This design comes from an exercise in tuning for small area, a short achievable clock period and few clock cycles per item on the open sky130 flow, not from production work. Only simulation tests tie the RTL to the original design; equivalence was not proved. No activity file was given, so power comes from the tool's default toggle rates.

**design/flow/design.v**
```verilog
package orq_pkg;
	localparam int MAX_ROWS      = 16;
	localparam int MAX_ROW_BYTES = 32;
	localparam int ROW_W         = $clog2(MAX_ROWS);
	localparam int COL_W         = $clog2(MAX_ROW_BYTES);
	localparam int LEN_W         = COL_W;
	localparam int STORE_DEPTH   = MAX_ROWS * MAX_ROW_BYTES;
	localparam int STORE_AW      = $clog2(STORE_DEPTH);
	localparam int BYTE_W        = 8;
	localparam int ROWS_CFG_W    = 5;
	localparam int BYTES_CFG_W   = 6;
	localparam int OCC_W         = 5;
	localparam int APB_AW        = 3;
	localparam int APB_DW        = 32;
	localparam int REG_IDX_LSB   = 2;
	localparam logic [ROWS_CFG_W-1:0]  ROWS_RESET  = ROWS_CFG_W'(16);
	localparam logic [BYTES_CFG_W-1:0] BYTES_RESET = BYTES_CFG_W'(32);
	localparam logic ST_IDLE = 1'b0;
	localparam logic ST_DEQ  = 1'b1;
	localparam logic OP_ENQ = 1'b0;
	localparam logic OP_DEQ = 1'b1;
	localparam logic REG_ROWS      = 1'b0;
	localparam logic REG_ROW_BYTES = 1'b1;
endpackage
module orq_ram #(
	parameter int WIDTH = 8,
	parameter int DEPTH = 16
) (
	input  logic                     clk,
	input  logic                     we,
	input  logic [$clog2(DEPTH)-1:0] waddr,
	input  logic [WIDTH-1:0]         wdata,
	input  logic                     re,
	input  logic [$clog2(DEPTH)-1:0] raddr,
	output logic [WIDTH-1:0]         rdata
);
	logic [WIDTH-1:0] mem [DEPTH];
	logic [WIDTH-1:0] rdata_q;
	always_ff @(posedge clk) begin
		if (we) begin
			mem[waddr] <= wdata;
		end
		if (re) begin
			rdata_q <= mem[raddr];
		end
	end
	assign rdata = rdata_q;
endmodule
import orq_pkg::*;
module overwrite_ring_queue_of_strings_unit (
	input  logic                        clk,
	input  logic                        arst_n,
	input  logic                        psel,
	input  logic                        penable,
	input  logic                        pwrite,
	input  logic [orq_pkg::APB_AW-1:0]  paddr,
	input  logic [orq_pkg::APB_DW-1:0]  pwdata,
	output logic [orq_pkg::APB_DW-1:0]  prdata,
	output logic                        pready,
	input  logic                        req_valid,
	output logic                        req_ready,
	input  logic                        req_op,
	input  logic [orq_pkg::BYTE_W-1:0]  req_in_byte,
	input  logic                        req_has_byte,
	input  logic                        req_is_last,
	output logic                        rsp_valid,
	input  logic                        rsp_ready,
	output logic [orq_pkg::BYTE_W-1:0]  rsp_out_byte,
	output logic                        rsp_byte_valid,
	output logic                        rsp_out_last,
	output logic                        rsp_was_empty,
	output logic [orq_pkg::OCC_W-1:0]   rsp_occupancy
);
	localparam int NCOL = MAX_ROW_BYTES - 1;    
	localparam int QD   = 8;                    
	localparam int QAW  = 3;
	function automatic logic [OCC_W-1:0] eff_rows(input logic [ROWS_CFG_W-1:0] cfg);
		logic [OCC_W-1:0] r;
		if (cfg == '0) begin
			r = OCC_W'(1);
		end else if (OCC_W'(cfg) > OCC_W'(MAX_ROWS)) begin
			r = OCC_W'(MAX_ROWS);
		end else begin
			r = OCC_W'(cfg);
		end
		eff_rows = r;
	endfunction
	function automatic logic [COL_W-1:0] eff_limit(input logic [BYTES_CFG_W-1:0] cfg);
		logic [BYTES_CFG_W-1:0] c;
		c = cfg;
		if (c < BYTES_CFG_W'(2)) begin
			c = BYTES_CFG_W'(2);
		end else if (c > BYTES_CFG_W'(MAX_ROW_BYTES)) begin
			c = BYTES_CFG_W'(MAX_ROW_BYTES);
		end
		eff_limit = COL_W'(c - BYTES_CFG_W'(1));
	endfunction
	function automatic logic [ROW_W-1:0] advance(input logic [ROW_W-1:0] idx,
		input logic [OCC_W-1:0] rows);
		logic [OCC_W:0] nxt;
		nxt = (OCC_W+1)'(idx) + (OCC_W+1)'(1);
		advance = (nxt >= (OCC_W+1)'(rows)) ? '0 : ROW_W'(nxt);
	endfunction
	logic [ROWS_CFG_W-1:0]  rows_cfg_n;
	logic [BYTES_CFG_W-1:0] bytes_cfg_n;
	logic                   reg_sel;
	assign pready  = 1'b1;
	assign reg_sel = paddr[REG_IDX_LSB];
	logic                   sel_n;
	logic [BYTES_CFG_W-1:0] rd_cfg, t_b, t_r;
	orq_inv u_sel_n (.a(reg_sel), .y(sel_n));
	for (genvar b = 0; b < BYTES_CFG_W; b++) begin : g_prd
		orq_nand2 u_b (.a(reg_sel), .b(!bytes_cfg_n[b]), .y(t_b[b]));
		if (b < ROWS_CFG_W) begin : g_rows
			orq_nand2 u_r (.a(sel_n), .b(!rows_cfg_n[b]), .y(t_r[b]));
			orq_nand2 u_o (.a(t_b[b]), .b(t_r[b]), .y(rd_cfg[b]));
		end else begin : g_top
			assign t_r[b] = 1'b1;
			orq_inv u_o (.a(t_b[b]), .y(rd_cfg[b]));
		end
	end
	assign prdata = {{(APB_DW-BYTES_CFG_W){1'b0}}, rd_cfg};
	logic [OCC_W-1:0] rows;
	logic [COL_W-1:0] limit;
	always_ff @(posedge clk or negedge arst_n) begin
		if (!arst_n) begin
			rows_cfg_n  <= ~ROWS_RESET;
			bytes_cfg_n <= ~BYTES_RESET;
			rows        <= eff_rows(ROWS_RESET);
			limit       <= eff_limit(BYTES_RESET);
		end else if (psel && penable && pwrite) begin
			if (reg_sel) begin
				bytes_cfg_n <= ~pwdata[BYTES_CFG_W-1:0];
				limit       <= eff_limit(pwdata[BYTES_CFG_W-1:0]);
			end else begin
				rows_cfg_n  <= ~pwdata[ROWS_CFG_W-1:0];
				rows        <= eff_rows(pwdata[ROWS_CFG_W-1:0]);
			end
		end
	end
	logic             m_v, s_v;
	logic             m_op, s_op, m_hb, s_hb, m_il, s_il;
	logic [BYTE_W-1:0] m_b, s_b;
	logic             acc, consume;
	assign req_ready = !s_v;
	assign acc       = req_valid && !s_v;
	always_ff @(posedge clk or negedge arst_n) begin
		if (!arst_n) begin
			m_v <= 1'b0;
			s_v <= 1'b0;
		end else begin
			if (consume) begin
				m_v <= s_v || acc;
				s_v <= 1'b0;
			end else if (acc) begin
				if (m_v) s_v <= 1'b1;
				else     m_v <= 1'b1;
			end
		end
	end
	always_ff @(posedge clk) begin
		if (consume || !m_v) begin
			if (s_v) begin
				m_op <= s_op;
				m_b  <= s_b;
				m_hb <= s_hb;
				m_il <= s_il;
			end else begin
				m_op <= req_op;
				m_b  <= req_in_byte;
				m_hb <= req_has_byte;
				m_il <= req_is_last;
			end
		end
		if (!s_v) begin
			s_op <= req_op;
			s_b  <= req_in_byte;
			s_hb <= req_has_byte;
			s_il <= req_is_last;
		end
	end
	logic [ROW_W-1:0] head_q, tail_q;
	logic [OCC_W-1:0] held_q;
	logic [COL_W-1:0] fill_q;
	logic [LEN_W-1:0] len_mem [MAX_ROWS];
	logic             act_v, act_rd, act_empty;
	logic [ROW_W-1:0] act_row;
	logic [MAX_ROWS-1:0] act_rowhot;
	logic [1:0][NCOL-1:0] act_colhot;
	logic [COL_W-1:0] act_k, act_rem;
	logic [OCC_W-1:0] act_occ;
	logic             q_rd    [QD];
	logic             q_empty [QD];
	logic [ROW_W-1:0] q_row   [QD];
	logic [OCC_W-1:0] q_occ   [QD];
	logic [QAW-1:0]   q_wp, q_rp;
	logic [QAW:0]     q_cnt;
	logic [QD-1:0]    q_val;
	logic             is_enq, is_deq, do_write, hazard, push;
	logic [COL_W-1:0] fill_new, len_new;
	logic             fill_lt;
	logic             e_rd, e_empty;
	logic [ROW_W-1:0] e_row;
	logic [LEN_W-1:0] e_len;
	logic [OCC_W-1:0] e_occ;
	assign is_enq   = m_v && (m_op == OP_ENQ);
	assign is_deq   = m_v && (m_op == OP_DEQ);
	assign fill_lt  = fill_q < limit;
	assign do_write = is_enq && m_hb && fill_lt;
	logic q_hit;
	always_comb begin
		q_hit = 1'b0;
		for (int i = 0; i < QD; i++) begin
			if (q_val[i] && q_rd[i] && q_row[i] == tail_q) q_hit = 1'b1;
		end
		hazard = (do_write && (q_hit || (act_v && act_rd && (act_row == tail_q) &&
			(fill_q > act_k || (fill_q == act_k && !beat))))) || (is_enq && m_il && q_hit);
	end
	assign consume  = m_v && !hazard && !(is_deq && q_cnt == (QAW+1)'(QD));
	assign fill_new = do_write ? fill_q + COL_W'(1) : fill_q;
	assign len_new  = do_write ? fill_q + COL_W'(1) : (fill_lt ? fill_q : limit);
	assign e_empty = (held_q == '0);
	assign e_row   = head_q;
	assign e_len   = len_mem[head_q];
	assign e_rd    = !e_empty && (e_len != '0);
	assign e_occ   = e_empty ? '0 : held_q - OCC_W'(1);
	assign push    = is_deq && (q_cnt != (QAW+1)'(QD));
	always_ff @(posedge clk or negedge arst_n) begin
		if (!arst_n) begin
			head_q <= '0;
			tail_q <= '0;
			held_q <= '0;
			fill_q <= '0;
		end else if (consume) begin
			if (m_op == OP_ENQ) begin
				if (m_il) begin
					if (held_q >= rows) begin
						head_q <= advance(head_q, rows);
						held_q <= rows;
					end else begin
						held_q <= held_q + OCC_W'(1);
					end
					tail_q <= advance(tail_q, rows);
					fill_q <= '0;
				end else begin
					fill_q <= fill_new;
				end
			end else if (!e_empty) begin
				held_q <= held_q - OCC_W'(1);
				head_q <= advance(head_q, rows);
			end
		end
	end
	always_ff @(posedge clk) begin
		if (consume && is_enq && m_il) begin
			len_mem[tail_q] <= len_new;
		end
	end
	logic [MAX_ROWS-1:0]             wr_row_n;
	logic [NCOL-1:0]                 wr_col_n;
	logic [3:0][BYTE_W-1:0]          wr_data_q;
	logic [MAX_ROWS-1:0][NCOL-1:0][BYTE_W-1:0] mem;
	always_ff @(posedge clk or negedge arst_n) begin
		if (!arst_n) begin
			wr_row_n <= '1;
		end else begin
			for (int r = 0; r < MAX_ROWS; r++) begin
				wr_row_n[r] <= !(consume && do_write && (tail_q == ROW_W'(r)));
			end
		end
	end
	always_ff @(posedge clk) begin
		for (int c = 0; c < NCOL; c++) wr_col_n[c] <= (fill_q != COL_W'(c));
		for (int g = 0; g < 4; g++) begin
			if (tail_q[ROW_W-1:ROW_W-2] == 2'(g)) wr_data_q[g] <= m_b;
		end
	end
	always_ff @(posedge clk) begin
		for (int r = 0; r < MAX_ROWS; r++) begin
			for (int c = 0; c < NCOL; c++) begin
				if (!(wr_row_n[r] || wr_col_n[c])) begin
					mem[r][c] <= wr_data_q[r/4];
				end
			end
		end
	end
	logic [MAX_ROWS-1:0][BYTE_W-1:0] rb;
	for (genvar r = 0; r < MAX_ROWS; r++) begin : g_row
		for (genvar b = 0; b < BYTE_W; b++) begin : g_bit
			logic [NCOL/3-1:0] y;
			for (genvar j = 0; j < NCOL/3; j++) begin : g_sl
				orq_aoi222 u_sl (
					.a0(act_colhot[r/8][3*j]),   .b0(mem[r][3*j][b]),
					.a1(act_colhot[r/8][3*j+1]), .b1(mem[r][3*j+1][b]),
					.a2(act_colhot[r/8][3*j+2]), .b2(mem[r][3*j+2][b]),
					.y (y[j])
				);
			end
			assign rb[r][b] = !(&y && !(act_colhot[r/8][NCOL-1] && mem[r][NCOL-1][b]));
		end
	end
	localparam int NGRP = 4;
	localparam int GRPR = MAX_ROWS / NGRP;
	logic [NGRP-1:0][BYTE_W-1:0] rd_grp, p_grp_q;
	always_comb begin
		for (int g = 0; g < NGRP; g++) begin
			rd_grp[g] = '0;
			for (int i = 0; i < GRPR; i++) begin
				rd_grp[g] = rd_grp[g] | (rb[GRPR*g+i] & {BYTE_W{act_rowhot[GRPR*g+i]}});
			end
		end
	end
	logic [BYTE_W-1:0] grp_byte;
	always_comb begin
		grp_byte = '0;
		for (int g = 0; g < NGRP; g++) grp_byte = grp_byte | p_grp_q[g];
	end
	logic out_v, p_v;
	logic o_load, beat, beat_last, act_free;
	logic q_pop, q_push, load_from_q, load_from_e;
	assign o_load    = p_v && (!out_v || rsp_ready);
	assign beat      = act_v && (!p_v || o_load);
	assign beat_last = !act_rd || (act_rem == COL_W'(1));
	assign act_free  = !act_v || (beat && beat_last);
	assign load_from_q = act_free && (q_cnt != '0);
	assign load_from_e = act_free && (q_cnt == '0) && push;
	assign q_pop       = load_from_q;
	assign q_push      = push && !load_from_e;
	always_ff @(posedge clk or negedge arst_n) begin
		if (!arst_n) begin
			act_v <= 1'b0;
			q_wp  <= '0;
			q_rp  <= '0;
			q_cnt <= '0;
			q_val <= '0;
			out_v <= 1'b0;
			p_v   <= 1'b0;
		end else begin
			if (load_from_q || load_from_e) act_v <= 1'b1;
			else if (act_free)              act_v <= 1'b0;
			if (q_push) q_wp <= q_wp + QAW'(1);
			if (q_pop)  q_rp <= q_rp + QAW'(1);
			q_cnt <= q_cnt + (QAW+1)'(q_push) - (QAW+1)'(q_pop);
			for (int i = 0; i < QD; i++) begin
				if (q_push && q_wp == QAW'(i))     q_val[i] <= 1'b1;
				else if (q_pop && q_rp == QAW'(i)) q_val[i] <= 1'b0;
			end
			if (beat)        p_v <= 1'b1;
			else if (o_load) p_v <= 1'b0;
			if (o_load)         out_v <= 1'b1;
			else if (rsp_ready) out_v <= 1'b0;
		end
	end
	always_ff @(posedge clk) begin
		if (push) begin
			q_rd[q_wp]    <= e_rd;
			q_empty[q_wp] <= e_empty;
			q_row[q_wp]   <= e_row;
			q_occ[q_wp]   <= e_occ;
		end
		if (load_from_q) begin
			act_rd     <= q_rd[q_rp];
			act_empty  <= q_empty[q_rp];
			act_row    <= q_row[q_rp];
			act_rem    <= len_mem[q_row[q_rp]];
			act_occ    <= q_occ[q_rp];
			act_k      <= '0;
			act_colhot[0] <= NCOL'(!q_row[q_rp][ROW_W-1]);
			act_colhot[1] <= NCOL'(q_row[q_rp][ROW_W-1]);
			for (int r = 0; r < MAX_ROWS; r++) act_rowhot[r] <= q_rd[q_rp] && (q_row[q_rp] == ROW_W'(r));
		end else if (load_from_e) begin
			act_rd     <= e_rd;
			act_empty  <= e_empty;
			act_row    <= e_row;
			act_rem    <= e_len;
			act_occ    <= e_occ;
			act_k      <= '0;
			act_colhot[0] <= NCOL'(!e_row[ROW_W-1]);
			act_colhot[1] <= NCOL'(e_row[ROW_W-1]);
			for (int r = 0; r < MAX_ROWS; r++) act_rowhot[r] <= e_rd && (e_row == ROW_W'(r));
		end else if (beat) begin
			act_k      <= act_k + COL_W'(1);
			act_rem    <= act_rem - COL_W'(1);
			act_colhot[0] <= {act_colhot[0][NCOL-2:0], 1'b0};
			act_colhot[1] <= {act_colhot[1][NCOL-2:0], 1'b0};
		end
	end
	logic              p_bv_q, p_last_q, p_empty_q;
	logic [OCC_W-1:0]  p_occ_q;
	logic [BYTE_W-1:0] out_byte_q;
	logic              out_bv_q, out_last_q, out_empty_q;
	logic [OCC_W-1:0]  out_occ_q;
	always_ff @(posedge clk) begin
		if (beat) begin
			p_grp_q   <= rd_grp;
			p_bv_q    <= act_rd;
			p_last_q  <= beat_last;
			p_empty_q <= act_empty;
			p_occ_q   <= act_occ;
		end
		if (o_load) begin
			out_byte_q  <= grp_byte;
			out_bv_q    <= p_bv_q;
			out_last_q  <= p_last_q;
			out_empty_q <= p_empty_q;
			out_occ_q   <= p_occ_q;
		end
	end
	assign rsp_valid      = out_v;
	assign rsp_out_byte   = out_byte_q;
	assign rsp_byte_valid = out_bv_q;
	assign rsp_out_last   = out_last_q;
	assign rsp_was_empty  = out_empty_q;
	assign rsp_occupancy  = out_occ_q;
endmodule
module orq_aoi222 (
	input  logic a0,
	input  logic b0,
	input  logic a1,
	input  logic b1,
	input  logic a2,
	input  logic b2,
	output logic y
);
	assign y = !((a0 && b0) || (a1 && b1) || (a2 && b2));
endmodule
module orq_nand2 (
	input  logic a,
	input  logic b,
	output logic y
);
	assign y = !(a && b);
endmodule
module orq_inv (
	input  logic a,
	output logic y
);
	assign y = !a;
endmodule
```
**design/flow/run.sh**
```bash
#!/bin/bash
# synth_recipe.tcl (not shown) runs the flow's synth.tcl, then flattens the netlist and writes it again
# the make line also repeats each setting of config.mk as NAME=value (left out here)
make -C /OpenROAD-flow-scripts/flow DESIGN_CONFIG=/design/flow/config.mk WORK_HOME=/design/flow/orfs CLKGATE_MAP_FILE= SYNTH_SCRIPT=/design/flow/synth_recipe.tcl finish
```
**design/flow/config.mk**
```make
export PLATFORM = sky130hd
export DESIGN_NAME = overwrite_ring_queue_of_strings_unit
export DESIGN_NICKNAME = overwrite_ring_queue_of_strings_unit
export VERILOG_FILES = /design/flow/design.v
export SDC_FILE = /design/flow/constraint.sdc
export NUM_CORES = 4
export LEC_CHECK = 0
export ABC_CLOCK_PERIOD_IN_PS = 3500
export CAP_MARGIN = 20
export CELL_PAD_IN_SITES_DETAIL_PLACEMENT = 1
export CELL_PAD_IN_SITES_GLOBAL_PLACEMENT = 2
export CORE_MARGIN = 2
export CORE_UTILIZATION = 45
export CTS_CLUSTER_DIAMETER = 100
export CTS_CLUSTER_SIZE = 25
export PLACE_DENSITY = 0.6
export SETUP_SLACK_MARGIN = 4.6
export SLEW_MARGIN = 20
export SYNTH_HIERARCHICAL = 1
```
**design/flow/constraint.sdc**
```tcl
create_clock -name core_clock -period 8.0 [get_ports {clk}]
set_input_delay 1.6000 -clock core_clock [delete_from_list [all_inputs] [get_ports {clk}]]
set_output_delay 1.6000 -clock core_clock [all_outputs]
set_load 0.01 [all_outputs]
```
==> notes.md, run 1 <==
The initial utilization of the core area, before any placement, comes to 0.451. Data on the critical path is required at its endpoint by 6.40 ns. The clock period minus worst slack came out at 3.69 ns.

The sequential area share after synthesis is 0.835. The wire-length estimate of the detail-placed layout is 298 mm. The H-tree level count came out at 4. The number of buffers and inverters on the critical path is 4. The most common flop cell mapped by yosys is sky130_fd_sc_hd__edfxtp_1. The count of final max-slew check failures is 0. Setup repair after global routing could not meet its margin everywhere.

The count of different cell masters after synthesis came out at 70. The cell count of the worst hold path is 0. Leaving out fill and tap cells, the most frequent cells in the layout are 4,299 x sky130_fd_sc_hd__edfxtp_1, 1,280 x sky130_fd_sc_hd__a222oi_1, 545 x sky130_fd_sc_hd__nor2_1. The setup clock skew after layout came out at approximately 0.027 ns.

The worst setup path is launched from a primary input. The first-pass GRT wire length is 656 mm. The insertion delay of the later-clocked pin in the worst-skew pair came out at 0.95 ns. The share of the clock period used by the worst path after layout is 0.461. The max-cap violation count is 0. The final count of negative-setup-slack endpoints came out at 0. The clock buffer count from CTS is 203. The weighted congestion reported at the end of routability-driven placement is 0.802. After synthesis the cells add up to between 150,000 and 200,000 um2. The number of hold buffers added after cts came out at 0.

The actual slew at the worst max-slew pin is 1.12 ns. For this run, the slowest stage of the critical path takes 0.12 ns. The number of detailed-routing iterations run before antenna repair came out at 9. The cell count after synthesis is between 8,000 and 9,000. The clock drives approximately 4,500 sinks. For this design the top-level I/O count stands at between 100 and 150. For this design, the slowest cell found on the critical path is sky130_fd_sc_hd__buf_6. Counting flops with an async set or reset pin after synthesis yields a share of 0.0175. The static leakage is between 50 and 60 nW.

The warning count from the yosys run came out at 7. The initial antenna violation count came to 16. Counting along the longest clock path gives a buffer depth of 4. The worst-path maximum fanout came out at 5. The overall die width came out at 598 um. The worst setup path is of the primary input to output pin kind. The final wirelength is 466 mm. The overall power consumption is 0.0519 W. The worst hold slack across all endpoints is between 0.4 and 0.5 ns. The post-detailed-route via-to-cell ratio is 6.50. The area growth from synthesis to layout is 8.77%. The final antenna-violating net count is 0.

The number of global-route vias before repair is roughly 85,000. The capturing element type of the critical path is an output pin. The number of cells on the worst reg-to-reg path came out at 6.

After routing, the total negative slack on setup checks comes to 0 ns. The detailed router finished its first iteration with 12,700 violations. The root buffer cell is sky130_fd_sc_hd__clkbuf_16. Buffers placed on the I/O ports in this run total 48. The clock input transition at the sequential cells of the worst setup and hold paths is roughly 0.08 ns. The critical path goes through buf_12, clkinv_4, buf_6, nand2_2, nand2_2, buf_6. For this run the aggregate overflow at the end of global routing stands at 0. The worst supply voltage drop on vdd is 0.000246 V.

The maximum achievable frequency came out at between 200 and 300 MHz. The count of final hold-check violations is 0. TritonCTS built the clock tree. The global routing usage summed across all routing layers came out at 0.257.

The remaining routing DRC violations came out at 0. The row count came out at 218. The detailed-route via count came out at 85,100. The average wire per cell in the routed design is 35.6 um. The die covers between 300,000 and 400,000 um2. The y dimension of the die is approximately 600 um.

The arrival time of the worst setup path came out at around 2.1 ns. The placeable core area is 352,000 um2. In this run the worst hold path is classified as register to register. The flow ran to the end and the layout has no timing, DRC or antenna violations. The number of enable-type register cells in the synthesized netlist came out at 4,299. The number of register bits inferred by synthesis is around 4,500. The library cell used most frequently in the layout, excluding fill and tap cells, is sky130_fd_sc_hd__edfxtp_1. In this run the tightest slew margin relative to its limit is 0.257. The post-synthesis average cell area came out at 19.7 um2.

The final net count came out at 8,475. The kind of cell with the highest combined delay along the critical path is buffers and inverters. The share of post-route cells with drive strength above 1 is 0.0967. The power per unit of standard cell area came out at 300 nW/um2. The pin count of the biggest net entering global routing came out at just under 100. In this run the number of cells on the critical path is 6.
## per-module statistics from Yosys (local to each module, per instance)
| module | cells | cell area, um2 |
|---|---|---|
| overwrite_ring_queue_of_strings_unit | 6750 | 146000 |
| orq_inv | 1 | 3.75 |
| orq_nand2 | 1 | 3.75 |
| orq_aoi222 | 1 | 10.0 |
## path summary, 6_finish.rpt
check,from,to,slack [ns]
worst max-delay path,paddr[2],prdata[0],4.31
worst min-delay path,p_last_q$_DFFE_PP_,out_last_q$_DFFE_PP_,0.43
worst max register to register,act_colhot[52]$_SDFFE_PP0P_,p_grp_q[16]$_DFFE_PP_,4.51
worst min register to register,p_last_q$_DFFE_PP_,out_last_q$_DFFE_PP_,0.43
max in group asynchronous,arst_n,s_v$_DFFE_PN0P_,6.09
min in group asynchronous,arst_n,q_val[4]$_DFFE_PN0P_,0.57
## cell type report
| cell class | count | area (um2) |
|---|---|---|
| Clock buffer | 280 | 5450 |
| Tap cell | 4620 | 5780 |
| Clock inverter | 14 | 178 |
| Antenna cell | 12 | 30.0 |
| Sequential cell | 4454 | 133000 |
| Multi-Input combinational cell | 3317 | 25700 |
| Fill cell | 31500 | 179000 |
| Timing Repair Buffer | 319 | 2700 |
| Inverter | 65 | 278 |
## per-stage QoR
stage	cell area, um2	setup slack [ns]	instances	util
floorplan	159000	4.33	8073	-
global placement	166000	2.33	12700	0.472
detailed placement	166000	2.25	12700	0.472
CTS	172000	4.32	13100	0.490
global route	173000	4.30	13100	0.491
finish	173000	4.31	13100	0.491
## synthesized netlist by cell type, types with 61 or more instances
| library cell | n | share of area |
|---|---|---|
| sky130_fd_sc_hd__a222oi_1 | 1280 | 0.081 |
| sky130_fd_sc_hd__clkbuf_1 | 153 | 0.0036 |
| sky130_fd_sc_hd__dfxtp_1 | 77 | 0.0097 |
| sky130_fd_sc_hd__edfxtp_1 | 4299 | 0.81 |
| sky130_fd_sc_hd__ha_1 | 61 | 0.0048 |
| sky130_fd_sc_hd__inv_1 | 61 | 0.0014 |
| sky130_fd_sc_hd__mux4_2 | 65 | 0.0092 |
| sky130_fd_sc_hd__nand2_1 | 323 | 0.0076 |
| sky130_fd_sc_hd__nand3_1 | 170 | 0.0054 |
| sky130_fd_sc_hd__nand4_1 | 312 | 0.012 |
| sky130_fd_sc_hd__nor2_1 | 549 | 0.013 |
| sky130_fd_sc_hd__o31ai_1 | 130 | 0.0061 |
## flip-flops by register name, indices dropped and copies added (netlist names), 16 cells and up
name        flops
mem          3968
p_grp_q        32
act_rowhot     16
act_colhot     62
len_mem        80
wr_col_n       31
wr_row_n       16
wr_data_q      32
q_row          32
q_occ          40
## kinds of logic after synthesis
logic type                 count (synthesis)  share of synthesized area
adders and majority gates                 62                    0.00493
muxes                                     93                     0.0111
and+or+nand+nor                         1489                     0.0437
AOI/OAI and AO/OA                       1585                     0.0939
buffers and inverters                    303                    0.00808
xor gates and xnor gates                  60                    0.00331
other                                      2                  0.0000473
DFF                                     4454                      0.835
## per-layer routing
layer / routed length, um / global-route usage / part of all wire
met1: 201000 / 0.370 / 0.43
met2: 231000 / 0.429 / 0.50
met3: 25300 / 0.0228 / 0.054
met4: 9260 / 0.0505 / 0.020
met5: 23 / 0 / 0.000049
## where the power goes
group          internal (W)  switching, W  leakage, nW  total, W
registers            0.0276      0.000899         40.3    0.0285
logic               0.00315       0.00827         8.82    0.0114
clock network       0.00484       0.00710         2.72    0.0119
## timing repair
| item | in CTS | in global routing |
|---|---|---|
| endpoints found under the setup margin | 347 | 151 |
| buffers inserted | 31 | 13 |
| resized for setup | 171 | 22 |
| pin swaps | 37 | 20 |
| gates cloned | 3 | 0 |
Testbench counts, summed over its fixed seeds: cycles 31,335, items 28,834.
==> run 2, diff against run 1 <==
--- a/design/flow/config.mk
+++ b/design/flow/config.mk
@@ -14,6 +14,6 @@
 export CTS_CLUSTER_DIAMETER = 100
 export CTS_CLUSTER_SIZE = 25
 export PLACE_DENSITY = 0.6
-export SETUP_SLACK_MARGIN = 4.6
+export SETUP_SLACK_MARGIN = 4.5
 export SLEW_MARGIN = 20
 export SYNTH_HIERARCHICAL = 1
==> run 2 against run 1 <==
Effect of this change:
- clock-buffer cell count fell by 35
- final cell count fell by 0.20%
- worst hold slack got worse by 0.017 ns
- register-to-register slack got worse by 0.02 ns
- power fell by 0.28%
- via count fell by 0.32%
- global-route usage rose by 0.099 points
- clock skew rose by 0.018 ns
- first-iteration DRC count fell by 2.1%
- maximum frequency rose by 0.27%
- clock power barely moved
- combinational power barely moved
- critical path type unchanged
- critical endpoint is now prdata[3]
- largest cell class unchanged
==> notes.md, run 2 <==
The first-pass GRT wire length was 657 mm (+0.17%). The count of final max-slew check failures came out at 0 (unchanged). The overall die width is 598 um (unchanged).

The placeable core area is 352,000 um2 (unchanged). Setup repair after global routing could not meet its margin everywhere. The clock input transition at the sequential cells of the worst setup and hold paths came to 0.11 ns (+0.03 ns).

The detailed-placement wirelength estimate came to 291 mm (-2.3%). The worst setup path is of the primary input to output pin kind. The maximum achievable frequency is 272 MHz (+0.27%). The cell area after synthesis came out at 159,000 um2 (unchanged).

The CTS tree is done. The actual slew at the worst max-slew pin was 1.12 ns (+0.00674 ns). The share of post-route cells with drive strength above 1 is 0.0939 (-0.00282). The remaining routing DRC violations is 0 (unchanged). The number of sinks driven by the clock tree came out at 4,454 (unchanged). The final antenna-violating net count was 0 (unchanged). Of all cell types, the one taking the most synthesized area is sky130_fd_sc_hd__edfxtp_1. The number of enable-type register cells in the synthesized netlist came out at 4,299 (unchanged). The number of input and output port buffers inserted is 48 (unchanged). The number of violations reported at the end of detailed-routing iteration 0 is 12,400 (-2.1%).

The worst supply voltage drop on vdd came out at 0.000229 V (-6.7%). The count of different cell masters after synthesis was 70 (unchanged). The root buffer cell chosen for the clock tree is sky130_fd_sc_hd__clkbuf_16.

Compared with the post-synthesis result, the final layout area differs by 8.63%. The power per unit of standard cell area came out at 300 nW/um2 (-0.15%). The run finished with no timing, DRC or antenna violations. The tightest min-delay check is of the register to register type. The average wire per cell in the routed design came out at 35.9 um (+0.83%). The detailed-route via count came out at 84,800 (-0.32%). The initial cell density of the core came out at 0.451 (unchanged). The arrival time of the worst setup path is 2.08 ns (about the same). The y dimension of the die was 598 um (unchanged). The sequential area share after synthesis came out at 0.835 (unchanged). The max-cap violation count came to 0 (unchanged). The final count of negative-setup-slack endpoints is 0 (unchanged). The max-slew headroom at the worst pin is 0.252 (-0.00449). The most common cell in the synthesized netlist is sky130_fd_sc_hd__edfxtp_1. The pin count of the biggest net entering global routing came out at 101 (+4.1%). The post-synthesis average cell area came out at 19.7 um2 (unchanged). The area of the die came to 358,000 um2 (unchanged).

The insertion delay of the later-clocked pin in the worst-skew pair came out at 0.95 ns (about the same). Leaving out fill and tap cells, the most frequent cell in the layout is sky130_fd_sc_hd__edfxtp_1. The static leakage came out at 51.8 nW (-0.10%).

The final net count came to 8,473 (-0.024%). Ranked by instance count, the synthesized netlist is headed by 4,299 x sky130_fd_sc_hd__edfxtp_1, 1,280 x sky130_fd_sc_hd__a222oi_1, 549 x sky130_fd_sc_hd__nor2_1. For this run, the leading register cell type out of synthesis is sky130_fd_sc_hd__edfxtp_1. The number of buffers on the longest clock path is 4 (unchanged).

The capturing element type of the critical path is an output pin. The number of global-route vias before repair came out at 84,800 (+0.14%). The share of the clock period used by the worst path after layout is 0.460 (-0.00122). The worst-path maximum fanout came out at 4 (-1). The global routing usage summed across all routing layers is 0.258 (+0.000987). The initial antenna violation count is 17 (+1).

The warning count from the yosys run was 7 (unchanged). The H-tree level count is 4 (unchanged). More flip-flops sit in one register than any other, and that register is mem.

The I/O pin count is 104 (unchanged). The share of synthesized registers carrying an async set or reset is 0.0175 (unchanged). The post-detailed-route via-to-cell ratio is 6.49 (-0.12%). The overflow left after global routing came to 0 (unchanged). The aggregate negative setup slack is 0 ns (unchanged). In the final layout, the registers with the most flip-flops are mem x3968, len_mem x80, act_colhot x62. The setup slack after layout came out at 4.32 ns (+0.00973 ns). STA classifies the critical path startpoint as a primary input. The data required time of the worst path is 6.40 ns (about the same).

The share of Yosys cell area claimed by the top area cell type was 0.813 (unchanged). The worst-case setup slack after placement is 2.61 ns (+0.366 ns). The clock buffer count from CTS was 203 (unchanged). The cell count after synthesis is 8,048 (unchanged). The clock period minus worst slack came out at 3.68 ns (-0.00973 ns).

The flip-flop count of the largest register after layout is 3,968 (unchanged). The number of detailed-routing iterations run before antenna repair was 9 (unchanged). The final wirelength was 469 mm (+0.63%). Leaving out fill and tap cells, the most frequent cells in the layout are 4,299 x sky130_fd_sc_hd__edfxtp_1, 1,280 x sky130_fd_sc_hd__a222oi_1, 546 x sky130_fd_sc_hd__nor2_1.

The row count is 218 (unchanged). Ranked by total cell area, the synthesized netlist is headed by sky130_fd_sc_hd__edfxtp_1 81%, sky130_fd_sc_hd__a222oi_1 8.1%, sky130_fd_sc_hd__nor2_1 1.3%, sky130_fd_sc_hd__nand4_1 1.2%, sky130_fd_sc_hd__dfxtp_1 0.97%. The count of final hold-check violations came out at 0 (unchanged).

The setup clock skew after layout came to 0.0456 ns (+0.0182 ns). The weighted congestion reported at the end of routability-driven placement came out at 0.804 (+0.29%). The number of register bits inferred by synthesis came out at 4,454 (unchanged).
[run 2: cells by family (layout without fill, tap and decap cells)]
family | count (synthesis) | after routing | synth area share
AOI/OAI and AO/OA | 1585 | 1585 | 0.0939
buffers and inverters | 303 | 644 | 0.00808
and+or+nand+nor | 1489 | 1490 | 0.0437
other | 2 | 47 | 0.0000473
DFF | 4454 | 4454 | 0.835
muxes | 93 | 93 | 0.0111
xor gates and xnor gates | 60 | 60 | 0.00331
adders and majority gates | 62 | 62 | 0.00493
[run 2: final cells by class]
| type | instances | area [um2] |
|---|---|---|
| multi-input combinational | 3317 | 25500 |
| clock buffer | 245 | 5260 |
| sequential | 4454 | 133000 |
| inverter | 65 | 290 |
| timing repair inverter | 1 | 8.76 |
| fill | 31600 | 179000 |
| timing repair buffer | 316 | 2710 |
| clock inverter | 17 | 215 |
| tap | 4620 | 5780 |
| antenna | 20 | 50.0 |
[run 2: routing by layer]
metal  global-route usage  vias up  share of wire
met4               0.0538        2          0.024
li1                     -    35900              -
met5                    0        -       0.000026
met1                0.373    45500           0.43
met2                0.424     2952           0.49
met3               0.0280      443          0.061
[run 2: path summary, 6_finish.rpt]
check                                                  start                    end  slack [ns]  cells after the start
worst max register to register  act_colhot[11]$_SDFFCE_PP0P_  p_grp_q[10]$_DFFE_PP_        4.49                      5
min in group asynchronous                             arst_n    q_wp[1]$_DFFE_PN0P_        0.59                      1
worst min register to register          act_occ[4]$_DFFE_PP_   p_occ_q[4]$_DFFE_PP_        0.41                      0
max in group asynchronous                             arst_n  head_q[0]$_DFFE_PN0P_        6.21                      2
worst max-delay path                                paddr[2]              prdata[3]        4.32                      6
worst min-delay path                    act_occ[4]$_DFFE_PP_   p_occ_q[4]$_DFFE_PP_        0.41                      0
[run 2: power breakdown]
group | switching (W) | total [W] | internal [W]
Clock | 0.00711 | 0.0119 | 0.00476
Sequential | 0.000920 | 0.0285 | 0.0276
Combinational | 0.00819 | 0.0113 | 0.00315
[run 2: timing repair]
item / in CTS / in global routing
setup buffers: 25 / 12
pin swaps: 26 / 23
cloned: 4 / 1
resized for setup: 118 / 30
setup endpoints to repair: 289 / 91
hold buffers: 0 / 0
[run 2: through the flow]
step           instances  area (um2)  power [W]  hold slack (ns)   util
2_1_floorplan       8073      159000     0.0344            0.400      -
3_3_place_gp       12700      166000     0.0398            0.406  0.472
3_5_place_dp       12700      166000     0.0400            0.409  0.472
4_1_cts            13000      172000     0.0520            0.415  0.489
5_1_grt            13100      173000     0.0535            0.416  0.490
6_report           13100      173000     0.0517            0.409  0.490
[run 2: worst max-delay path, stage by stage]
cell and delay [ns]:
sky130_fd_sc_hd__buf_12 0.09, sky130_fd_sc_hd__clkinv_8 0.05, sky130_fd_sc_hd__buf_6 0.10, sky130_fd_sc_hd__nand2_2 0.04, sky130_fd_sc_hd__nand2_1 0.05, sky130_fd_sc_hd__buf_2 0.14
[run 2: modules after synthesis, one instance, submodules excluded]
module,area [um2],cells,flip-flops and latches,copies in the design
overwrite_ring_queue_of_strings_unit,146000,6750,4454,1
orq_aoi222,10.0,1,0,1280
orq_inv,3.75,1,0,2
orq_nand2,3.75,1,0,16
==> run 3, diff against run 2 <==
--- a/design/flow/design.v
+++ b/design/flow/design.v
@@ -106,20 +106,9 @@
 	logic                   reg_sel;
 	assign pready  = 1'b1;
 	assign reg_sel = paddr[REG_IDX_LSB];
-	logic                   sel_n;
-	logic [BYTES_CFG_W-1:0] rd_cfg, t_b, t_r;
-	orq_inv u_sel_n (.a(reg_sel), .y(sel_n));
-	for (genvar b = 0; b < BYTES_CFG_W; b++) begin : g_prd
-		orq_nand2 u_b (.a(reg_sel), .b(!bytes_cfg_n[b]), .y(t_b[b]));
-		if (b < ROWS_CFG_W) begin : g_rows
-			orq_nand2 u_r (.a(sel_n), .b(!rows_cfg_n[b]), .y(t_r[b]));
-			orq_nand2 u_o (.a(t_b[b]), .b(t_r[b]), .y(rd_cfg[b]));
-		end else begin : g_top
-			assign t_r[b] = 1'b1;
-			orq_inv u_o (.a(t_b[b]), .y(rd_cfg[b]));
-		end
-	end
-	assign prdata = {{(APB_DW-BYTES_CFG_W){1'b0}}, rd_cfg};
+	logic [BYTES_CFG_W-1:0] rd_cfg_n;
+	assign rd_cfg_n = reg_sel ? bytes_cfg_n : {1'b1, rows_cfg_n};
+	assign prdata   = {{(APB_DW-BYTES_CFG_W){1'b0}}, ~rd_cfg_n};
 	logic [OCC_W-1:0] rows;
 	logic [COL_W-1:0] limit;
 	always_ff @(posedge clk or negedge arst_n) begin
@@ -183,13 +172,16 @@
 	logic [OCC_W-1:0] held_q;
 	logic [COL_W-1:0] fill_q;
 	logic [LEN_W-1:0] len_mem [MAX_ROWS];
-	logic             act_v, act_rd, act_empty;
+	logic [MAX_ROWS-1:0] dir_q;
+	logic             act_v, act_rd, act_empty, act_dir;
 	logic [ROW_W-1:0] act_row;
 	logic [MAX_ROWS-1:0] act_rowhot;
-	logic [1:0][NCOL-1:0] act_colhot;
-	logic [COL_W-1:0] act_k, act_rem;
+	logic [NCOL-1:0]  act_colhot;
+	logic [COL_W-1:0] act_k, act_rem, act_len;
 	logic [OCC_W-1:0] act_occ;
 	logic             q_rd    [QD];
+	logic             q_dir   [QD];
+	logic [LEN_W-1:0] q_len   [QD];
 	logic             q_empty [QD];
 	logic [ROW_W-1:0] q_row   [QD];
 	logic [OCC_W-1:0] q_occ   [QD];
@@ -199,7 +191,7 @@
 	logic             is_enq, is_deq, do_write, hazard, push;
 	logic [COL_W-1:0] fill_new, len_new;
 	logic             fill_lt;
-	logic             e_rd, e_empty;
+	logic             e_rd, e_empty, e_dir;
 	logic [ROW_W-1:0] e_row;
 	logic [LEN_W-1:0] e_len;
 	logic [OCC_W-1:0] e_occ;
@@ -207,14 +199,17 @@
 	assign is_deq   = m_v && (m_op == OP_DEQ);
 	assign fill_lt  = fill_q < limit;
 	assign do_write = is_enq && m_hb && fill_lt;
-	logic q_hit;
+	logic wd, dir_t_q, fill0_q, held_t_q;
+	assign wd = dir_t_q ^ (fill0_q && !held_t_q);
 	always_comb begin
-		q_hit = 1'b0;
+		hazard = act_v && act_rd && (act_row == tail_q) &&
+			((act_dir == wd) ? (fill_q > act_k || (fill_q == act_k && !beat)) :
+			                   (fill_q >= ~act_len));
 		for (int i = 0; i < QD; i++) begin
-			if (q_val[i] && q_rd[i] && q_row[i] == tail_q) q_hit = 1'b1;
+			if (q_val[i] && q_rd[i] && q_row[i] == tail_q &&
+				(q_dir[i] == wd || fill_q >= ~q_len[i])) hazard = 1'b1;
 		end
-		hazard = (do_write && (q_hit || (act_v && act_rd && (act_row == tail_q) &&
-			(fill_q > act_k || (fill_q == act_k && !beat))))) || (is_enq && m_il && q_hit);
+		hazard = hazard && do_write;
 	end
 	assign consume  = m_v && !hazard && !(is_deq && q_cnt == (QAW+1)'(QD));
 	assign fill_new = do_write ? fill_q + COL_W'(1) : fill_q;
@@ -223,15 +218,18 @@
 	assign e_row   = head_q;
 	assign e_len   = len_mem[head_q];
 	assign e_rd    = !e_empty && (e_len != '0);
+	assign e_dir   = dir_q[head_q];
 	assign e_occ   = e_empty ? '0 : held_q - OCC_W'(1);
-	assign push    = is_deq && (q_cnt != (QAW+1)'(QD));
+	assign push    = consume && is_deq;
 	always_ff @(posedge clk or negedge arst_n) begin
 		if (!arst_n) begin
 			head_q <= '0;
 			tail_q <= '0;
 			held_q <= '0;
 			fill_q <= '0;
+			dir_q  <= '0;
 		end else if (consume) begin
+			if (do_write) dir_q[tail_q] <= wd;
 			if (m_op == OP_ENQ) begin
 				if (m_il) begin
 					if (held_q >= rows) begin
@@ -256,9 +254,32 @@
 			len_mem[tail_q] <= len_new;
 		end
 	end
+	logic [ROW_W-1:0] tail_adv, head_adv, head_nx, tail_nx;
+	logic [OCC_W-1:0] held_nx;
+	logic             close_c, deq_c;
+	assign tail_adv = advance(tail_q, rows);
+	assign head_adv = advance(head_q, rows);
+	assign close_c  = consume && is_enq && m_il;
+	assign deq_c    = consume && is_deq && !e_empty;
+	assign tail_nx  = close_c ? tail_adv : tail_q;
+	assign head_nx  = ((close_c && held_q >= rows) || deq_c) ? head_adv : head_q;
+	assign held_nx  = close_c ? ((held_q >= rows) ? rows : held_q + OCC_W'(1)) :
+	                  deq_c   ? held_q - OCC_W'(1) : held_q;
+	always_ff @(posedge clk or negedge arst_n) begin
+		if (!arst_n) begin
+			dir_t_q  <= 1'b0;
+			fill0_q  <= 1'b1;
+			held_t_q <= 1'b0;
+		end else begin
+			if (close_c && tail_adv != tail_q) dir_t_q <= dir_q[tail_adv];
+			else if (consume && do_write)      dir_t_q <= wd;
+			if (consume && is_enq) fill0_q <= m_il || (fill_new == '0);
+			held_t_q <= (held_nx != '0) && (tail_nx == head_nx);
+		end
+	end
 	logic [MAX_ROWS-1:0]             wr_row_n;
 	logic [NCOL-1:0]                 wr_col_n;
-	logic [3:0][BYTE_W-1:0]          wr_data_q;
+	logic [BYTE_W-1:0]               wr_data_q;
 	logic [MAX_ROWS-1:0][NCOL-1:0][BYTE_W-1:0] mem;
 	always_ff @(posedge clk or negedge arst_n) begin
 		if (!arst_n) begin
@@ -270,16 +291,14 @@
 		end
 	end
 	always_ff @(posedge clk) begin
-		for (int c = 0; c < NCOL; c++) wr_col_n[c] <= (fill_q != COL_W'(c));
-		for (int g = 0; g < 4; g++) begin
-			if (tail_q[ROW_W-1:ROW_W-2] == 2'(g)) wr_data_q[g] <= m_b;
-		end
+		for (int c = 0; c < NCOL; c++) wr_col_n[c] <= (fill_q != (wd ? COL_W'(NCOL-1-c) : COL_W'(c)));
+		wr_data_q <= m_b;
 	end
 	always_ff @(posedge clk) begin
 		for (int r = 0; r < MAX_ROWS; r++) begin
 			for (int c = 0; c < NCOL; c++) begin
 				if (!(wr_row_n[r] || wr_col_n[c])) begin
-					mem[r][c] <= wr_data_q[r/4];
+					mem[r][c] <= wr_data_q;
 				end
 			end
 		end
@@ -290,24 +309,28 @@
 			logic [NCOL/3-1:0] y;
 			for (genvar j = 0; j < NCOL/3; j++) begin : g_sl
 				orq_aoi222 u_sl (
-					.a0(act_colhot[r/8][3*j]),   .b0(mem[r][3*j][b]),
-					.a1(act_colhot[r/8][3*j+1]), .b1(mem[r][3*j+1][b]),
-					.a2(act_colhot[r/8][3*j+2]), .b2(mem[r][3*j+2][b]),
+					.a0(act_colhot[3*j]),   .b0(mem[r][3*j][b]),
+					.a1(act_colhot[3*j+1]), .b1(mem[r][3*j+1][b]),
+					.a2(act_colhot[3*j+2]), .b2(mem[r][3*j+2][b]),
 					.y (y[j])
 				);
 			end
-			assign rb[r][b] = !(&y && !(act_colhot[r/8][NCOL-1] && mem[r][NCOL-1][b]));
+			assign rb[r][b] = !(&y && !(act_colhot[NCOL-1] && mem[r][NCOL-1][b]));
 		end
 	end
 	localparam int NGRP = 4;
 	localparam int GRPR = MAX_ROWS / NGRP;
 	logic [NGRP-1:0][BYTE_W-1:0] rd_grp, p_grp_q;
-	always_comb begin
-		for (int g = 0; g < NGRP; g++) begin
-			rd_grp[g] = '0;
-			for (int i = 0; i < GRPR; i++) begin
-				rd_grp[g] = rd_grp[g] | (rb[GRPR*g+i] & {BYTE_W{act_rowhot[GRPR*g+i]}});
-			end
+	for (genvar g = 0; g < NGRP; g++) begin : g_grp
+		for (genvar b = 0; b < BYTE_W; b++) begin : g_bit
+			logic y;
+			orq_aoi222 u_sl (
+				.a0(act_rowhot[GRPR*g]),   .b0(rb[GRPR*g][b]),
+				.a1(act_rowhot[GRPR*g+1]), .b1(rb[GRPR*g+1][b]),
+				.a2(act_rowhot[GRPR*g+2]), .b2(rb[GRPR*g+2][b]),
+				.y (y)
+			);
+			assign rd_grp[g][b] = !(y && !(act_rowhot[GRPR*g+3] && rb[GRPR*g+3][b]));
 		end
 	end
 	logic [BYTE_W-1:0] grp_byte;
@@ -352,37 +375,40 @@
 		end
 	end
 	always_ff @(posedge clk) begin
-		if (push) begin
+		if (q_push) begin
 			q_rd[q_wp]    <= e_rd;
+			q_dir[q_wp]   <= e_dir;
+			q_len[q_wp]   <= e_len;
 			q_empty[q_wp] <= e_empty;
 			q_row[q_wp]   <= e_row;
 			q_occ[q_wp]   <= e_occ;
 		end
 		if (load_from_q) begin
 			act_rd     <= q_rd[q_rp];
+			act_dir    <= q_dir[q_rp];
+			act_len    <= q_len[q_rp];
 			act_empty  <= q_empty[q_rp];
 			act_row    <= q_row[q_rp];
-			act_rem    <= len_mem[q_row[q_rp]];
+			act_rem    <= q_len[q_rp];
 			act_occ    <= q_occ[q_rp];
 			act_k      <= '0;
-			act_colhot[0] <= NCOL'(!q_row[q_rp][ROW_W-1]);
-			act_colhot[1] <= NCOL'(q_row[q_rp][ROW_W-1]);
+			act_colhot <= q_dir[q_rp] ? {1'b1, {(NCOL-1){1'b0}}} : NCOL'(1);
 			for (int r = 0; r < MAX_ROWS; r++) act_rowhot[r] <= q_rd[q_rp] && (q_row[q_rp] == ROW_W'(r));
 		end else if (load_from_e) begin
 			act_rd     <= e_rd;
+			act_dir    <= e_dir;
+			act_len    <= e_len;
 			act_empty  <= e_empty;
 			act_row    <= e_row;
 			act_rem    <= e_len;
 			act_occ    <= e_occ;
 			act_k      <= '0;
-			act_colhot[0] <= NCOL'(!e_row[ROW_W-1]);
-			act_colhot[1] <= NCOL'(e_row[ROW_W-1]);
+			act_colhot <= e_dir ? {1'b1, {(NCOL-1){1'b0}}} : NCOL'(1);
 			for (int r = 0; r < MAX_ROWS; r++) act_rowhot[r] <= e_rd && (e_row == ROW_W'(r));
 		end else if (beat) begin
 			act_k      <= act_k + COL_W'(1);
 			act_rem    <= act_rem - COL_W'(1);
-			act_colhot[0] <= {act_colhot[0][NCOL-2:0], 1'b0};
-			act_colhot[1] <= {act_colhot[1][NCOL-2:0], 1'b0};
+			act_colhot <= act_dir ? {1'b0, act_colhot[NCOL-1:1]} : {act_colhot[NCOL-2:0], 1'b0};
 		end
 	end
 	logic              p_bv_q, p_last_q, p_empty_q;
@@ -424,16 +450,3 @@
 );
 	assign y = !((a0 && b0) || (a1 && b1) || (a2 && b2));
 endmodule
-module orq_nand2 (
-	input  logic a,
-	input  logic b,
-	output logic y
-);
-	assign y = !(a && b);
-endmodule
-module orq_inv (
-	input  logic a,
-	output logic y
-);
-	assign y = !a;
-endmodule
--- a/design/flow/config.mk
+++ b/design/flow/config.mk
@@ -14,6 +14,6 @@
 export CTS_CLUSTER_DIAMETER = 100
 export CTS_CLUSTER_SIZE = 25
 export PLACE_DENSITY = 0.6
-export SETUP_SLACK_MARGIN = 4.5
+export SETUP_SLACK_MARGIN = 4.4
 export SLEW_MARGIN = 20
 export SYNTH_HIERARCHICAL = 1
==> run 3 against run 2 <==
Effect of this change:
- critical path depth is 6 higher
- clock power hardly changed
- via count is 4.9% higher
- register-to-register slack worse by 0.14 ns
- sequential share of layout area is 1.2 points lower
- maximum frequency is 0.83% lower
- die area is 1.7% higher
- utilization is 0.17 points higher
- combinational power is about 70% higher
- synthesized cell count is 2.3% higher
- worst hold slack worse by 0.059 ns
- critical path type is now primary input to register
- critical endpoint is now held_t_q$_DFF_PN0_
==> notes.md, run 3 <==
The run finished with no timing, DRC or antenna violations. The global routing usage summed across all routing layers came out at 0.273 (+0.0151). The internal cell power is 0.0397 W (+12%).

The area of the die is 364,000 um2 (+1.7%). The final-layout fill cell count came to 32,000 (+1.3%). sky130_fd_sc_hd__edfxtp_1 takes more of the synthesized area than any other cell. The number of input and output port buffers inserted came out at 48 (unchanged). The final antenna-violating net count came out at 0 (unchanged). STA classifies the critical path startpoint as a primary input. Among all stages on the critical path, the largest delay is contributed by sky130_fd_sc_hd__clkdlybuf4s50_1.

The share of post-route cells with drive strength above 1 is 0.0907 (-0.00318). The synthesized-area fraction occupied by ao, oa, aoi and oai cells came out at 0.101 (+0.00670). The worst hold path belongs to the class register to register. The number of violations reported at the end of detailed-routing iteration 0 came out at 14,900 (+20%). The worst-case setup slack after placement is 2.67 ns (+0.0501 ns). The total buffers and inverters traversed by the critical path came out at 2 (-2). The count of final hold-check violations is 0 (unchanged). By area the synthesized netlist is led by sky130_fd_sc_hd__edfxtp_1 80%, sky130_fd_sc_hd__a222oi_1 8.1%, sky130_fd_sc_hd__nor2_1 1.5%, sky130_fd_sc_hd__nand4_1 1.0%, sky130_fd_sc_hd__dfrtp_1 1.0%. Setup repair after global routing could not meet its margin everywhere. The initial antenna violation count came out at 34 (+17). The final wirelength came out at 506 mm (+7.9%). The largest incremental delay on the critical path is 0.46 ns (+0.32 ns). The sequential area share after synthesis came to 0.825 (-0.00981). The aggregate negative setup slack came out at 0 ns (unchanged). The arrival time of the worst setup path was 4.56 ns (+2.48 ns). The mux share of post-synthesis cell area is 0.0133 (+0.00211). The commonest cells after synthesis are 4,320 x sky130_fd_sc_hd__edfxtp_1, 1,312 x sky130_fd_sc_hd__a222oi_1, 633 x sky130_fd_sc_hd__nor2_1. The final count of negative-setup-slack endpoints came out at 0 (unchanged). The max-slew headroom at the worst pin is 0.232 (-0.0204). The flip-flop count of the largest register after layout came out at 3,968 (unchanged). The detailed-route via count is 89,000 (+4.9%). The share of synthesized registers carrying an async set or reset came out at 0.0217 (+0.00418). The power per unit of standard cell area is 356 nW/um2 (+19%).

The static leakage is 52.5 nW (+1.4%). The share of Yosys cell area claimed by the top area cell type is 0.803 (-0.00966). The average wire per cell in the routed design came out at 37.8 um (+5.2%).

The post-detailed-route via-to-cell ratio is 6.64 (+2.3%). The overall die width was 603 um (+0.84%). The worst supply voltage drop on vdd is 0.000366 V (+60%).

The proportion of power drawn by flip-flops and latches is 0.501 (-0.050). Compared with the post-synthesis result, the final layout area differs by 9.09%. The pin count of the biggest net entering global routing is 201 (+99%). The overflow left after global routing is 0 (unchanged).

The max-cap violation count came out at 0 (unchanged). The library cell used most frequently in the layout, excluding fill and tap cells, is sky130_fd_sc_hd__edfxtp_1. The placed standard-cell area came out at 169,000 um2 (+2.0%).

The kind of cell with the highest combined delay along the critical path is simple AND/OR/NAND/NOR gates. The most used flip-flop cell after synthesis is sky130_fd_sc_hd__edfxtp_1. The warning count from the yosys run came to 7 (unchanged). The simple-gate portion of the synthesized area came out at 0.0402 (-0.00354). The number of buffers on the longest clock path is 4 (unchanged). The initial cell density of the core is 0.451 (about the same). The setup slack after layout came out at 4.29 ns (-0.0308 ns). The insertion delay of the later-clocked pin in the worst-skew pair came to 0.97 ns (+0.02 ns). The clock power share came to 0.192 (-0.037). The I/O pin count came out at 104 (unchanged). The number of sinks driven by the clock tree came out at 4,472 (+0.40%).

The data required time of the worst path came out at 8.85 ns (+2.45 ns). The setup clock skew after layout is 0.0519 ns (+0.00623 ns). The number of enable-type register cells in the synthesized netlist was 4,320 (+0.49%).

The weighted congestion reported at the end of routability-driven placement is 0.806 (+0.20%). The number of hold buffers added after cts came out at 0 (unchanged). By startpoint and endpoint, the worst setup path is classified as primary input to register. The remaining routing DRC violations came out at 0 (unchanged).

The count of different cell masters after synthesis was 81 (+16%). The reported net switching power is 0.0230 W (+42%). More flip-flops sit in one register than any other, and that register is mem. The placeable core area came out at 358,000 um2 (+1.8%). TritonCTS built the clock tree. The actual slew at the worst max-slew pin came to 1.15 ns (+0.0306 ns). The y dimension of the die is 603 um (+0.84%). The clock buffer count from CTS came to 204 (+0.49%). The part of the total power dissipated in combinational logic is 0.307 (+0.088). The post-synthesis share of cell area spent on full adders, half adders and majority gates is 0.00841 (+0.00348). The post-synthesis average cell area came out at 19.6 um2 (-0.58%). In the layout the commonest cells are 4,320 x sky130_fd_sc_hd__edfxtp_1, 1,312 x sky130_fd_sc_hd__a222oi_1, 611 x sky130_fd_sc_hd__nor2_1. The count of final max-slew check failures came out at 0 (unchanged). The H-tree level count came to 4 (unchanged). The detailed-placement wirelength estimate came out at 304 mm (+4.6%). The cell count after synthesis is 8,232 (+2.3%). The cell area after synthesis came out at 162,000 um2 (+1.7%).

The signal on the critical path passes through clkdlybuf4s50_1, nand3b_1, and2_4, a32o_2, a221oi_4, nor4_4, a31oi_4, buf_6, o31ai_4, mux2_2, xor2_1, nor4_2. The post-synthesis xor/xnor area fraction came out at 0.00461 (+0.00130). The final cell area excluding filler cells is 176,000 um2 (+2.1%). In the final layout, the registers with the most flip-flops are mem x3968, len_mem x80.

The maximum achievable frequency is 270 MHz (-0.83%). By area, the combinational part of the netlist is dominated by compound AO/OA/AOI/OAI gates. The worst-path maximum fanout was 9 (+5). The capturing element type of the critical path is a register. The most common cell in the synthesized netlist is sky130_fd_sc_hd__edfxtp_1. The share of the clock period used by the worst path after layout came to 0.463 (+0.00385). The clock period minus worst slack is 3.71 ns (+0.0308 ns). The row count was 220 (+0.92%). The number of register bits inferred by synthesis is 4,472 (+0.40%).

The number of detailed-routing iterations run before antenna repair is 8 (-1). The number of global-route vias before repair came out at 88,400 (+4.2%). The clock input transition at the sequential cells of the worst setup and hold paths came to 0.11 ns (about the same). The first-pass GRT wire length came to 701 mm (+6.6%). The root buffer cell is sky130_fd_sc_hd__clkbuf_16. The final net count is 8,712 (+2.8%).

The switching part of the total power came out at 0.367 (+0.0539).
==> run 3: per-stage QoR <==
stage / total power, W / hold WS (ns) / cells / util
floorplan: 0.0409 / 0.322 / 8257 / -
global placement: 0.0500 / 0.324 / 13100 / 0.473
detailed placement: 0.0505 / 0.329 / 13100 / 0.473
CTS: 0.0627 / 0.351 / 13400 / 0.491
global route: 0.0648 / 0.358 / 13400 / 0.492
finish: 0.0627 / 0.350 / 13400 / 0.492
==> run 3: final cells by class <==
class	instances	area (um2)	area share
multi-input cells	3486	27700	0.157
well taps	4773	5970	0.0339
inverters	65	250	0.00142
repair buffers	322	3290	0.0187
diodes	25	62.6	0.000355
flip-flops and latches	4472	133000	0.757
clock inverters	16	185	0.00105
clock buffers	239	5440	0.0309
==> run 3: logic make-up (layout without fill, tap and decap cells) <==
| group | count (synthesis) | after routing |
|---|---|---|
| compound gates | 1715 | 1715 |
| xor+xnor | 75 | 75 |
| fa+ha+maj | 108 | 108 |
| buf+inv | 300 | 642 |
| flops | 4472 | 4472 |
| mux | 130 | 130 |
| other cells | 2 | 52 |
| simple gates | 1430 | 1431 |
==> run 3: per-module statistics from Yosys (local to each module, per instance) <==
module / cell area [um2] / cells inside / times used / flip-flops and latches
orq_aoi222: 10.0 / 1 / 1312 / 0
overwrite_ring_queue_of_strings_unit: 148000 / 6920 / 1 / 4472
==> run 3: path summary, 6_finish.rpt <==
check / start / depth (start not counted) / slack [ns] / end
max in group asynchronous: arst_n / 2 / 6.15 / s_v$_DFFE_PN0P_
min: m_b[1]$_DFFE_PP_ / 0 / 0.35 / wr_data_q[1]$_DFF_P_
min reg2reg: m_b[1]$_DFFE_PP_ / 0 / 0.35 / wr_data_q[1]$_DFF_P_
max: rsp_ready / 12 / 4.29 / held_t_q$_DFF_PN0_
min in group asynchronous: arst_n / 1 / 0.68 / tail_q[0]$_DFFE_PN0P_
max reg2reg: act_dir$_DFFE_PP_ / 11 / 4.35 / held_t_q$_DFF_PN0_
==> run 3: worst register-to-register path: stages, from the launching register on <==
cell and delay [ns]:
sky130_fd_sc_hd__edfxtp_1 0.34, sky130_fd_sc_hd__buf_4 0.48, sky130_fd_sc_hd__xnor3_1 0.61, sky130_fd_sc_hd__nor2_1 0.21
sky130_fd_sc_hd__a221oi_4 0.13, sky130_fd_sc_hd__nor4_4 0.28, sky130_fd_sc_hd__a31oi_4 0.16, sky130_fd_sc_hd__buf_6 0.19
sky130_fd_sc_hd__o31ai_4 0.34, sky130_fd_sc_hd__mux2_2 0.40, sky130_fd_sc_hd__xor2_1 0.18, sky130_fd_sc_hd__nor4_2 0.27
==> run 3: timing repair <==
item                                    in CTS  in global routing
gates cloned                                 2                  3
gates resized for setup                    125                 52
setup buffers                               33                 18
endpoints found under the setup margin     441                210
pin swaps                                   46                 31
==> run 3: power by group through the flow <==
stage / registers (W) / logic (W) / clock network (W)
after detailed placement: 0.0322 / 0.0183 / 0
after global placement: 0.0322 / 0.0179 / 0
after CTS: 0.0316 / 0.0188 / 0.0123
after floorplan: 0.0344 / 0.00651 / 0
after global routing: 0.0315 / 0.0203 / 0.0130
final: 0.0314 / 0.0192 / 0.0121
==> run 3: layer usage <==
layer | track usage | vias to the layer above | wire length, um
met5 | 0 | - | 14
met4 | 0.0667 | 2 | 12700
met3 | 0.0417 | 437 | 43800
met2 | 0.433 | 3867 | 237000
met1 | 0.397 | 47900 | 213000
li1 | - | 36800 | -
Testbench counts of run 3, summed over its fixed seeds: cycles 30,205, items 28,834.
==> run 4, diff against run 3 <==
--- a/design/flow/design.v
+++ b/design/flow/design.v
@@ -254,17 +254,14 @@
 			len_mem[tail_q] <= len_new;
 		end
 	end
-	logic [ROW_W-1:0] tail_adv, head_adv, head_nx, tail_nx;
-	logic [OCC_W-1:0] held_nx;
-	logic             close_c, deq_c;
-	assign tail_adv = advance(tail_q, rows);
-	assign head_adv = advance(head_q, rows);
-	assign close_c  = consume && is_enq && m_il;
-	assign deq_c    = consume && is_deq && !e_empty;
-	assign tail_nx  = close_c ? tail_adv : tail_q;
-	assign head_nx  = ((close_c && held_q >= rows) || deq_c) ? head_adv : head_q;
-	assign held_nx  = close_c ? ((held_q >= rows) ? rows : held_q + OCC_W'(1)) :
-	                  deq_c   ? held_q - OCC_W'(1) : held_q;
+	logic [ROW_W-1:0] tail_adv, head_adv;
+	logic             close_c, deq_c, held_t_close, held_t_deq;
+	assign tail_adv     = advance(tail_q, rows);
+	assign head_adv     = advance(head_q, rows);
+	assign close_c      = consume && is_enq && m_il;
+	assign deq_c        = consume && is_deq && !e_empty;
+	assign held_t_close = (held_q >= rows) ? (tail_adv == head_adv) : (tail_adv == head_q);
+	assign held_t_deq   = (held_q != OCC_W'(1)) && (tail_q == head_adv);
 	always_ff @(posedge clk or negedge arst_n) begin
 		if (!arst_n) begin
 			dir_t_q  <= 1'b0;
@@ -274,7 +271,8 @@
 			if (close_c && tail_adv != tail_q) dir_t_q <= dir_q[tail_adv];
 			else if (consume && do_write)      dir_t_q <= wd;
 			if (consume && is_enq) fill0_q <= m_il || (fill_new == '0);
-			held_t_q <= (held_nx != '0) && (tail_nx == head_nx);
+			if (close_c)    held_t_q <= held_t_close;
+			else if (deq_c) held_t_q <= held_t_deq;
 		end
 	end
 	logic [MAX_ROWS-1:0]             wr_row_n;
==> run 4 against run 3 <==
Effect of this change:
- still clean on timing, DRC and antenna
- worst hold slack lost 0.00067 ns
- combinational power shrank 49%
- first-iteration DRC count down 2.5%
- via count is 0.77% lower
- wire length is 0.62% higher
- maximum frequency about the same
- non-clock buffer count fell by 3
- clock-buffer cell count is the same
- sequential cell count unchanged
- synthesized area about the same
- largest power group unchanged
==> notes.md, run 4 <==
The worst-path maximum fanout came to 8 (-1). The count of final max-slew check failures was 0 (unchanged). Ranked by total cell area, the synthesized netlist is headed by sky130_fd_sc_hd__edfxtp_1 80%, sky130_fd_sc_hd__a222oi_1 8.1%, sky130_fd_sc_hd__nor2_1 1.4%, sky130_fd_sc_hd__nand4_1 1.0%, sky130_fd_sc_hd__dfrtp_1 1.0%. The row count is 219 (-0.45%). The post-synthesis share of cell area spent on full adders, half adders and majority gates came out at 0.00849 (+0.0000807).

The flow ran to the end and the layout has no timing, DRC or antenna violations. The post-synthesis xor/xnor area fraction is 0.00435 (-0.000262). The worst supply voltage drop on vdd came out at 0.000407 V (+11%).

The synthesized-area fraction occupied by ao, oa, aoi and oai cells is 0.100 (-0.000272). The global routing usage summed across all routing layers came out at 0.275 (+0.00180). The maximum achievable frequency came out at 270 MHz (about the same).

In the final layout, the registers with the most flip-flops are mem x3968, len_mem x80. The start-to-end type of the worst setup path is primary input to output pin. The number of enable-type register cells in the synthesized netlist is 4,320 (unchanged). Setup repair after global routing could not meet its margin everywhere. The post-synthesis average cell area was 19.7 um2 (+0.14%).

The number of sinks driven by the clock tree was 4,472 (unchanged). Traced cell by cell, the critical path runs through buf_12, mux2i_4, buf_2. The first-pass GRT wire length came out at 705 mm (+0.53%). The share of post-route cells with drive strength above 1 is 0.0873 (-0.00342). The number of detailed-routing iterations run before antenna repair came out at 10 (+2). The insertion delay of the later-clocked pin in the worst-skew pair was 0.97 ns (about the same).

The final wirelength is 509 mm (+0.62%). The placeable core area is 356,000 um2 (-0.45%). The number of buffers on the longest clock path is 4 (unchanged). The tightest min-delay check is of the register to register type. The register ranked first by flip-flop count is mem. The warning count from the yosys run came out at 7 (unchanged). The pin count of the biggest net entering global routing is 198 (-1.5%). The actual slew at the worst max-slew pin was 1.31 ns (+0.159 ns). The cell area after synthesis came out at 161,000 um2 (about the same). The worst setup path is captured at an output pin. The detailed-placement wirelength estimate came out at 304 mm (about the same). The most common cell in the synthesized netlist is sky130_fd_sc_hd__edfxtp_1.

The count of final hold-check violations is 0 (unchanged). The area of the die came out at 364,000 um2 (about the same). The clock buffer count from CTS is 204 (unchanged).

The flip-flop count of the largest register after layout came out at 3,968 (unchanged). The number of global-route vias before repair came to 88,300 (-0.16%). The clock period minus worst slack came out at 3.70 ns (-0.00251 ns). The number of violations reported at the end of detailed-routing iteration 0 came out at 14,500 (-2.5%).

The number of cells on the worst reg-to-reg path came out at 7 (-4). The share of synthesized registers carrying an async set or reset is 0.0217 (unchanged). The critical path's slowest cell is sky130_fd_sc_hd__mux2i_4. The number of register bits inferred by synthesis is 4,472 (unchanged). The max-slew headroom at the worst pin is 0.126 (-0.106). The detailed-route via count was 88,300 (-0.77%). The CTS tree is done.

The y dimension of the die is 603 um (about the same).
## run 4: per-stage QoR
step / cells / total power, W / util / setup slack (ns) / instance area (um2)
floorplan: 8242 / 0.0314 / - / 3.94 / 162000
global placement: 13000 / 0.0360 / 0.474 / 2.79 / 169000
detailed placement: 13000 / 0.0361 / 0.474 / 2.81 / 169000
CTS: 13300 / 0.0480 / 0.492 / 4.27 / 175000
global route: 13300 / 0.0492 / 0.493 / 4.27 / 176000
finish: 13400 / 0.0479 / 0.493 / 4.30 / 176000
## run 4: cells by family (layout without fill, tap and decap cells)
| logic type | Yosys count | in the layout |
|---|---|---|
| xor gates and xnor gates | 74 | 74 |
| buffers and inverters | 306 | 646 |
| and+or+nand+nor | 1409 | 1409 |
| adders and majority gates | 109 | 109 |
| DFF | 4472 | 4472 |
| muxes | 138 | 138 |
| AOI/OAI and AO/OA | 1707 | 1707 |
| other | 2 | 45 |
## run 4: routing by layer
| metal | track usage | share of wire | wire (um) |
|---|---|---|---|
| met1 | 0.390 | 0.42 | 212000 |
| met2 | 0.457 | 0.49 | 248000 |
| met3 | 0.0330 | 0.072 | 36600 |
| met4 | 0.0606 | 0.024 | 12000 |
| met5 | 0 | 0.000026 | 13 |
## run 4: worst paths after layout
kind / startpoint / endpoint
setup / recovery: paddr[2] / prdata[1]
hold reg to reg: m_b[4]$_DFFE_PP_ / wr_data_q[4]$_DFF_P_
hold / removal: m_b[4]$_DFFE_PP_ / wr_data_q[4]$_DFF_P_
min in group asynchronous: arst_n / dir_q[6]$_DFFE_PN0P_
max in group asynchronous: arst_n / head_q[2]$_DFFE_PN0P_
setup reg to reg: act_colhot[29]$_SDFFCE_PP0P_ / p_grp_q[16]$_DFFE_PP_
## run 4: worst max-delay path: cells and delay by family
kind / cells / cell delay, ns
muxes: 1 / 0.23
buffers and inverters: 2 / 0.27
## run 4: per-module statistics from Yosys, one instance, submodules excluded
module,times used,cells inside,flops+latches,cell area [um2]
orq_aoi222,1312,1,0,10.0
overwrite_ring_queue_of_strings_unit,1,6905,4472,148000
## run 4: final cells by class
type / count / area (um2) / area share
diodes: 18 / 45.0 / 0.000256
inverters: 72 / 288 / 0.00164
clock buffers: 239 / 5330 / 0.0303
clock inverters: 15 / 165 / 0.000940
repair inverters: 1 / 8.76 / 0.0000498
repair buffers: 319 / 3180 / 0.0181
well taps: 4751 / 5940 / 0.0338
multi-input cells: 3464 / 27400 / 0.156
flip-flops and latches: 4472 / 133000 / 0.759
## run 4: timing repair
action | CTS | global route
gates resized for setup | 149 | 48
cloned | 3 | 5
setup buffers | 34 | 15
pin swaps | 17 | 19
hold buffers | 0 | 0
setup endpoints to repair | 366 | 247
## run 4: where the power goes
part | leakage (nW) | internal [W] | switching, W
Sequential | 40.5 | 0.0259 | 0.000266
Clock | 2.69 | 0.00477 | 0.00718
Combinational | 9.27 | 0.00261 | 0.00713
Testbench counts of run 4, summed over its fixed seeds: cycles 30,205, items 28,834.

port drivers added, routing unchanged:
In the flow no input, the clock included, has a driving cell. The finished layouts below were timed again as built, in two steps. Step 1 sets driving cells, clkbuf_16 on the clock port and buf_2 on the other inputs (assumed; they add their load-dependent delay and slew). Step 2 times the ports against the registers' clock, not the clock port: input delays grow and output delays shrink by t, the midpoint of the rising clock arrivals with the driver on. Slacks: ideal ports / drivers / drivers and shift; pairs: ideal ports / drivers.
| run | t (ns) | setup WS [ns] |
|---|---|---|
| run 1 | 1.044 | 4.314 / 4.235 / 3.886 |
| run 2 | 1.045 | 4.324 / 4.240 / 3.488 |
| run 3 | 1.050 | 4.293 / 4.252 / 3.312 |
| run 4 | 1.056 | 4.296 / 4.235 / 3.442 |
After both steps every run listed still meets setup and hold.
